From an optimization exercise on the open Yosys and OpenROAD flow, aimed at small area; shortcuts taken in it are not production practice.
In this exercise RTL edits were held to simulation tests only and were not proved equivalent to the original.
No driver is modelled on the clock port, so clocking that relies on it looks cheaper here than on a real chip.

==> willow: inputs <==
Design cam_top, start of the top module:
module cam_top
(
  input  logic      clk,
  input  logic      rst_an,
  input  logic      write_valid,
  input  cam_pkg::cam_data_t write_data,
  output logic      wcredit,
  input  logic      search_valid,
  input  cam_pkg::cam_key_t  search_key,
  output logic      hit_valid,
  output logic      hit,
  output cam_pkg::cam_data_t hit_data
);
==> module cam_top, before the edit <==
module cam_top
(
  input  logic      clk,
  input  logic      rst_an,
  input  logic      write_valid,
  input  cam_pkg::cam_data_t write_data,
  output logic      wcredit,
  input  logic      search_valid,
  input  cam_pkg::cam_key_t  search_key,
  output logic      hit_valid,
  output logic      hit,
  output cam_pkg::cam_data_t hit_data
);
  localparam int D  = 100;
  localparam int LW = 7;
  localparam int KW = 15;
  localparam int UW = 20 - 15;
  logic [KW-1:0] key [D];
  logic [UW-1:0] up  [D];
  logic [D-1:0]  valid;
  logic [LW-1:0] fresh_cnt;
  logic          exhausted;
  logic [LW-1:0] head, tail;
  logic          lnz;
  logic [LW-1:0] loc_q;
  logic [KW-1:0] key_q;
  logic          hit_q;
  logic          push, pop, single, wr_en, link_we;
  logic [LW-1:0] wr_loc, link_head;
  logic [D-1:0]  d_wr, d_tail, d_loc;
  logic [D-1:0]  wsel, lsel, pend;
  assign push    = hit_q;
  assign pop     = write_valid && exhausted && lnz;
  assign single  = (head == tail);
  assign wr_en   = write_valid && (!exhausted || lnz);
  assign wr_loc  = exhausted ? head : fresh_cnt;
  assign link_we = push && lnz && !(pop && single);
  always_comb begin
    for (int i = 0; i < D; i++) begin
      d_wr[i]   = (wr_loc == LW'(i));
      d_tail[i] = (tail == LW'(i));
      d_loc[i]  = (loc_q == LW'(i));
    end
  end
  assign wsel = wr_en   ? d_wr   : '0;
  assign lsel = link_we ? d_tail : '0;
  assign pend = hit_q   ? d_loc  : '0;
  always_comb begin
    link_head = '0;
    for (int i = 0; i < D; i++) begin
      link_head = link_head | (d_wr[i] ? key[i][LW-1:0] : '0);
    end
  end
  always_ff @(posedge clk or negedge rst_an) begin
    if (!rst_an) begin
      fresh_cnt <= '0;
      exhausted <= 1'b0;
    end else if (write_valid && !exhausted) begin
      if (fresh_cnt == LW'(D - 1)) begin
        exhausted <= 1'b1;
      end else begin
        fresh_cnt <= fresh_cnt + 1'b1;
      end
    end
  end
  always_ff @(posedge clk or negedge rst_an) begin
    if (!rst_an) begin
      lnz <= 1'b0;
    end else begin
      lnz <= push || (lnz && !(pop && single));
    end
  end
  always_ff @(posedge clk) begin
    if (pop) begin
      head <= single ? loc_q : link_head;
    end else if (!lnz) begin
      head <= loc_q;
    end
    if (push) begin
      tail <= loc_q;
    end
  end
  logic [D-1:0] hold;
  assign hold = ~(wsel | lsel);
  always_ff @(posedge clk) begin
    for (int i = 0; i < D; i++) begin
      key[i][LW-1:0] <= ({LW{hold[i]}} & key[i][LW-1:0]) |
                        ({LW{wsel[i]}} & write_data[LW-1:0]) |
                        ({LW{lsel[i]}} & loc_q);
      if (wsel[i]) begin
        key[i][KW-1:LW] <= write_data[KW-1:LW];
        up[i]           <= write_data[20-1:KW];
      end
    end
  end
  always_ff @(posedge clk or negedge rst_an) begin
    if (!rst_an) begin
      valid <= '0;
    end else begin
      valid <= wsel | (valid & ~pend);
    end
  end
  localparam int P = 128;
  logic [P-1:0]  match;
  logic [P-1:0]  tv [8];
  logic [LW-1:0] ti [8][P];
  logic          found;
  logic [LW-1:0] sel_loc;
  always_comb begin
    match = '0;
    for (int i = 0; i < D; i++) begin
      match[i] = valid[i] && !pend[i] && (key[i] == search_key);
    end
  end
  always_comb begin
    found   = 1'b0;
    sel_loc = '0;
    for (int i = D - 1; i >= 0; i--) begin
      if (match[i]) begin
        found   = 1'b1;
        sel_loc = LW'(i);
      end
    end
  end
  always_ff @(posedge clk or negedge rst_an) begin
    if (!rst_an) begin
      hit_valid <= 1'b0;
      hit_q     <= 1'b0;
      wcredit   <= 1'b0;
    end else begin
      hit_valid <= search_valid;
      hit_q     <= search_valid && found;
      wcredit   <= hit_q;
    end
  end
  always_ff @(posedge clk) begin
    loc_q <= sel_loc;
    key_q <= search_key;
  end
  logic [UW-1:0] up_sel;
  always_comb begin
    up_sel = '0;
    for (int i = 0; i < D; i++) begin
      up_sel = up_sel | (d_loc[i] ? up[i] : '0);
    end
  end
  assign hit      = hit_q;
  assign hit_data = {up_sel, key_q};
endmodule
Settings: LEC_CHECK=0, CAP_MARGIN=20, CORE_MARGIN=2, CORE_UTILIZATION=46, CTS_CLUSTER_DIAMETER=60, CTS_CLUSTER_SIZE=30, PLACE_DENSITY=0.58, SLEW_MARGIN=20; clock period 10.0 ns.
standard.sh (not shown) runs the stock make flow with config.mk's settings and CLKGATE_MAP_FILE= SYNTH_SCRIPT=/design/flow/synth_recipe.tcl, a recipe that flattens the netlist after the stock synthesis.
==> flow/flow/run.sh <==
#!/bin/bash
# The standard layout, with two changes to the clock tree:
#  - clock tree synthesis adds no dummy loads;
#  - after it, each clock buffer is given the smallest clkbuf size that
#    keeps the slew at every pin it drives under 100 ps, and long
#    signal nets are repaired to a wider slew and cap margin.
set -euo pipefail
export CTS_ARGS="-sink_clustering_enable -repair_clock_nets -dont_use_dummy_load -sink_clustering_size 24 -sink_clustering_max_diameter 120"
bash standard.sh cts > standard_cts.log 2>&1
openroad -no_init -exit flow/ckdown.tcl > ckdown.log 2>&1
bash standard.sh > standard.log 2>&1
==> flow/flow/ckdown.tcl <==
# shrink clock buffers where the slew they give stays under the limit.
set R orfs/results/$::env(FLOW_PLATFORM)/cam_top/base
set P $::env(FLOW_HOME)/platforms/$::env(FLOW_PLATFORM)
read_liberty $P/lib/sky130_fd_sc_hd__tt_025C_1v80.lib
read_db $R/4_cts.odb
read_sdc $R/4_cts.sdc
source $P/setRC.tcl
set_propagated_clock [all_clocks]
estimate_parasitics -placement
set lim 0.1
set n 0
foreach inst [get_cells -filter "ref_name =~ sky130_fd_sc_hd__clkbuf_*"] {
  set orig [get_property $inst ref_name]
  set outpin [get_pins -of_objects $inst -filter "direction==output"]
  set loads [get_pins -of_objects [get_nets -of_objects $outpin] -filter "direction==input"]
  foreach cand {sky130_fd_sc_hd__clkbuf_2 sky130_fd_sc_hd__clkbuf_4 sky130_fd_sc_hd__clkbuf_8} {
    if {$cand == $orig} break
    replace_cell $inst $cand
    set ok 1
    foreach l $loads { if {[get_property $l slew_max] > $lim} {set ok 0; break} }
    if {$ok} { incr n; break } else { replace_cell $inst $orig }
  }
}
puts "resized $n clock buffers"
# long signal nets: routed, their slew comes out well above the
# placement estimate, so repair them here to a wider margin.
set_dont_use {sky130_fd_sc_hd__probe_p_8 sky130_fd_sc_hd__probec_p_8 sky130_fd_sc_hd__lpflow_*}
estimate_parasitics -placement
repair_design -slew_margin 30 -cap_margin 30
detailed_placement
check_placement -verbose
report_worst_slack -max
report_worst_slack -min
write_db $R/4_cts.odb
==> inputs of garnet, as changes to willow <==
--- a/flow/design.v
+++ b/flow/design.v
@@ -89,11 +89,10 @@
     end
   end
-  logic [D-1:0] hold;
-  assign hold = ~(wsel | lsel);
   always_ff @(posedge clk) begin
     for (int i = 0; i < D; i++) begin
-      key[i][LW-1:0] <= ({LW{hold[i]}} & key[i][LW-1:0]) |
-                        ({LW{wsel[i]}} & write_data[LW-1:0]) |
-                        ({LW{lsel[i]}} & loc_q);
+      if (wsel[i] || lsel[i]) begin
+        key[i][LW-1:0] <= ({LW{wsel[i]}} & write_data[LW-1:0]) |
+                          ({LW{lsel[i]}} & loc_q);
+      end
       if (wsel[i]) begin
         key[i][KW-1:LW] <= write_data[KW-1:LW];
@@ -122,12 +121,16 @@
   end
   always_comb begin
-    found   = 1'b0;
-    sel_loc = '0;
-    for (int i = D - 1; i >= 0; i--) begin
-      if (match[i]) begin
-        found   = 1'b1;
-        sel_loc = LW'(i);
+    tv[0] = match;
+    for (int j = 0; j < P; j++) ti[0][j] = '0;
+    for (int l = 1; l < 8; l++) begin
+      tv[l] = '0;
+      for (int j = 0; j < P; j++) ti[l][j] = '0;
+      for (int j = 0; j < (P >> l); j++) begin
+        tv[l][j] = tv[l-1][2*j] | tv[l-1][2*j+1];
+        ti[l][j] = tv[l-1][2*j] ? ti[l-1][2*j] : (ti[l-1][2*j+1] | LW'(1 << (l-1)));
       end
     end
+    found   = tv[7][0];
+    sel_loc = ti[7][0];
   end
   always_ff @(posedge clk or negedge rst_an) begin
==> flow/run.sh (new file) <==
#!/bin/bash
# synth_recipe.tcl (not shown) runs the flow's synth.tcl, then flattens the netlist and writes it again
# the make line also repeats each setting of config.mk as NAME=value (left out here)
make -C /OpenROAD-flow-scripts/flow DESIGN_CONFIG=/design/flow/config.mk WORK_HOME=/design/flow/orfs CLKGATE_MAP_FILE= SYNTH_SCRIPT=/design/flow/synth_recipe.tcl finish
CAP_MARGIN = 5   (was 20)
CORE_UTILIZATION = 40   (was 46)
PLACE_DENSITY = 0.5   (was 0.58)
SLEW_MARGIN = 5   (was 20)
removed: flow/flow/run.sh
removed: flow/flow/ckdown.tcl
removed: flow/standard.sh
==> inputs of onyx, as changes to willow <==
--- a/flow/design.v
+++ b/flow/design.v
@@ -122,12 +122,16 @@
   end
   always_comb begin
-    found   = 1'b0;
-    sel_loc = '0;
-    for (int i = D - 1; i >= 0; i--) begin
-      if (match[i]) begin
-        found   = 1'b1;
-        sel_loc = LW'(i);
+    tv[0] = match;
+    for (int j = 0; j < P; j++) ti[0][j] = '0;
+    for (int l = 1; l < 8; l++) begin
+      tv[l] = '0;
+      for (int j = 0; j < P; j++) ti[l][j] = '0;
+      for (int j = 0; j < (P >> l); j++) begin
+        tv[l][j] = tv[l-1][2*j] | tv[l-1][2*j+1];
+        ti[l][j] = tv[l-1][2*j] ? ti[l-1][2*j] : (ti[l-1][2*j+1] | LW'(1 << (l-1)));
       end
     end
+    found   = tv[7][0];
+    sel_loc = ti[7][0];
   end
   always_ff @(posedge clk or negedge rst_an) begin
==> flow/run.sh (new file) <==
#!/bin/bash
# synth_recipe.tcl (not shown) runs the flow's synth.tcl, then flattens the netlist and writes it again
# the make line also repeats each setting of config.mk as NAME=value (left out here)
make -C /OpenROAD-flow-scripts/flow DESIGN_CONFIG=/design/flow/config.mk WORK_HOME=/design/flow/orfs CLKGATE_MAP_FILE= SYNTH_SCRIPT=/design/flow/synth_recipe.tcl finish
CORE_UTILIZATION = 40   (was 46)
PLACE_DENSITY = 0.5   (was 0.58)
removed: flow/flow/run.sh
removed: flow/flow/ckdown.tcl
removed: flow/standard.sh
==> inputs of xenon, as changes to willow <==
--- a/flow/design.v
+++ b/flow/design.v
@@ -122,12 +122,16 @@
   end
   always_comb begin
-    found   = 1'b0;
-    sel_loc = '0;
-    for (int i = D - 1; i >= 0; i--) begin
-      if (match[i]) begin
-        found   = 1'b1;
-        sel_loc = LW'(i);
+    tv[0] = match;
+    for (int j = 0; j < P; j++) ti[0][j] = '0;
+    for (int l = 1; l < 8; l++) begin
+      tv[l] = '0;
+      for (int j = 0; j < P; j++) ti[l][j] = '0;
+      for (int j = 0; j < (P >> l); j++) begin
+        tv[l][j] = tv[l-1][2*j] | tv[l-1][2*j+1];
+        ti[l][j] = tv[l-1][2*j] ? ti[l-1][2*j] : (ti[l-1][2*j+1] | LW'(1 << (l-1)));
       end
     end
+    found   = tv[7][0];
+    sel_loc = ti[7][0];
   end
   always_ff @(posedge clk or negedge rst_an) begin
==> flow/flow/run.sh (replaced) <==
#!/bin/bash
# The standard layout, with two changes to the clock tree:
#  - clock tree synthesis adds no dummy loads;
#  - after it, each clock buffer is given the smallest clkbuf size that
#    keeps the slew at every pin it drives under 100 ps.
set -euo pipefail
export CTS_ARGS="-sink_clustering_enable -repair_clock_nets -dont_use_dummy_load -sink_clustering_size 30 -sink_clustering_max_diameter 60"
bash standard.sh cts > standard_cts.log 2>&1
openroad -no_init -exit flow/ckdown.tcl > ckdown.log 2>&1
bash standard.sh > standard.log 2>&1
--- a/flow/flow/ckdown.tcl
+++ b/flow/flow/ckdown.tcl
@@ -23,11 +23,4 @@
 }
 puts "resized $n clock buffers"
-# long signal nets: routed, their slew comes out well above the
-# placement estimate, so repair them here to a wider margin.
-set_dont_use {sky130_fd_sc_hd__probe_p_8 sky130_fd_sc_hd__probec_p_8 sky130_fd_sc_hd__lpflow_*}
-estimate_parasitics -placement
-repair_design -slew_margin 30 -cap_margin 30
-detailed_placement
-check_placement -verbose
 report_worst_slack -max
 report_worst_slack -min
CORE_UTILIZATION = 40   (was 46)
PLACE_DENSITY = 0.5   (was 0.58)
==> impl_metrics.toml <==
[run_status]
run_status = "complete, no violations"

[timing]
slew_viol_final = 0
worst_hold_slack_ns = 0.474

[floorplanning]
rows = 182

[pwr]
power.share.sequential = 0.516
pg_seq_mw = 10.5

[final_layout]
area_share_nonclk_buffers = 0.0356
drive_above_1_share = 0.120

[routing]
met2RoutedLength_mm = 255

[place]
place_area_sq_mm = 0.105
The numbers above come from onyx.

==> impl_metrics.toml <==
[run_status]
run_status = "failed layout checks"
failed_layout_checks = "max-capacitance violations, max-slew violations"

[timing]
slew_viol_final = 8
worst_hold_slack_ns = 0.487

[final_layout]
area_share_nonclk_buffers = 0.0380

[place]
place_area_sq_mm = 0.108

[setup_path]
critical_path_buf_inv_count = 3

[pwr]
pg_seq_mw = 9.88
power.share.sequential = 0.515

[run]
cap_violations = 3

[routing]
drt-total-wl_mm = 618
met2RoutedLength_mm = 258

[floorplanning]
rows = 184
The numbers above come from garnet.

==> impl_metrics.toml <==
[run_status]
run_status = "failed layout checks"
failed_layout_checks = "max-slew violations"

[routing]
route.antenna.remaining_nets = 0
met2RoutedLength_mm = 254

[final_layout]
drive_above_1_share = 0.104

[timing]
slew_viol_final = 1
worst_hold_slack_ns = 0.474

[place]
place_area_sq_mm = 0.105

[floorplanning]
rows = 182

[pwr]
pg_seq_mw = 10.5
power.share.sequential = 0.604
The numbers above come from xenon.

==> impl_metrics.toml <==
[run_status]
run_status = "complete, no violations"

[routing]
drt_drc_violations_left = 0
met2RoutedLength_mm = 213

[cts]
postCtsSetupBuffers = 0

[timing]
worst_hold_slack_ns = 0.474
fin_ws_ns = 2.55

[pwr]
pg_seq_mw = 9.40
power.share.sequential = 0.623

[place]
place_congestion = 1.14
place_area_sq_mm = 0.104

[final_layout]
drive_above_1_share = 0.0865

[floorplanning]
rows = 168
The numbers above come from willow.

[static timing again, ports no longer ideal]
In the flow no input, the clock included, has a driving cell. The finished layouts below were timed again as built, in two steps.
Step 1: set_driving_cell puts a clkbuf_16 on clk and a buf_2 on each other input, an assumption about the parent block.
Step 2 moves the port delays by t, midway between the first and last clock arrival at a register: inputs arrive t later, outputs are due t later. That takes back most of the time a late clock gives input paths.
a / b / c = ideal ports / drivers / drivers and shift; a / b = the first two.
run	t (ns)	setup slack, ns	worst setup path after step 2	latest minus earliest clock arrival (ns)	worst data-port slew with drivers (ns)
willow	0.908	2.551 / 2.468 / 3.178	input to register	0.071 / 0.070	0.05
garnet	0.968	2.242 / 2.135 / 2.946	input to register	0.105 / 0.104	0.05
onyx	1.010	2.067 / 1.969 / 2.978	register to output	0.077 / 0.077	0.06
xenon	0.961	2.038 / 1.938 / 2.899	register to output	0.127 / 0.127	0.06
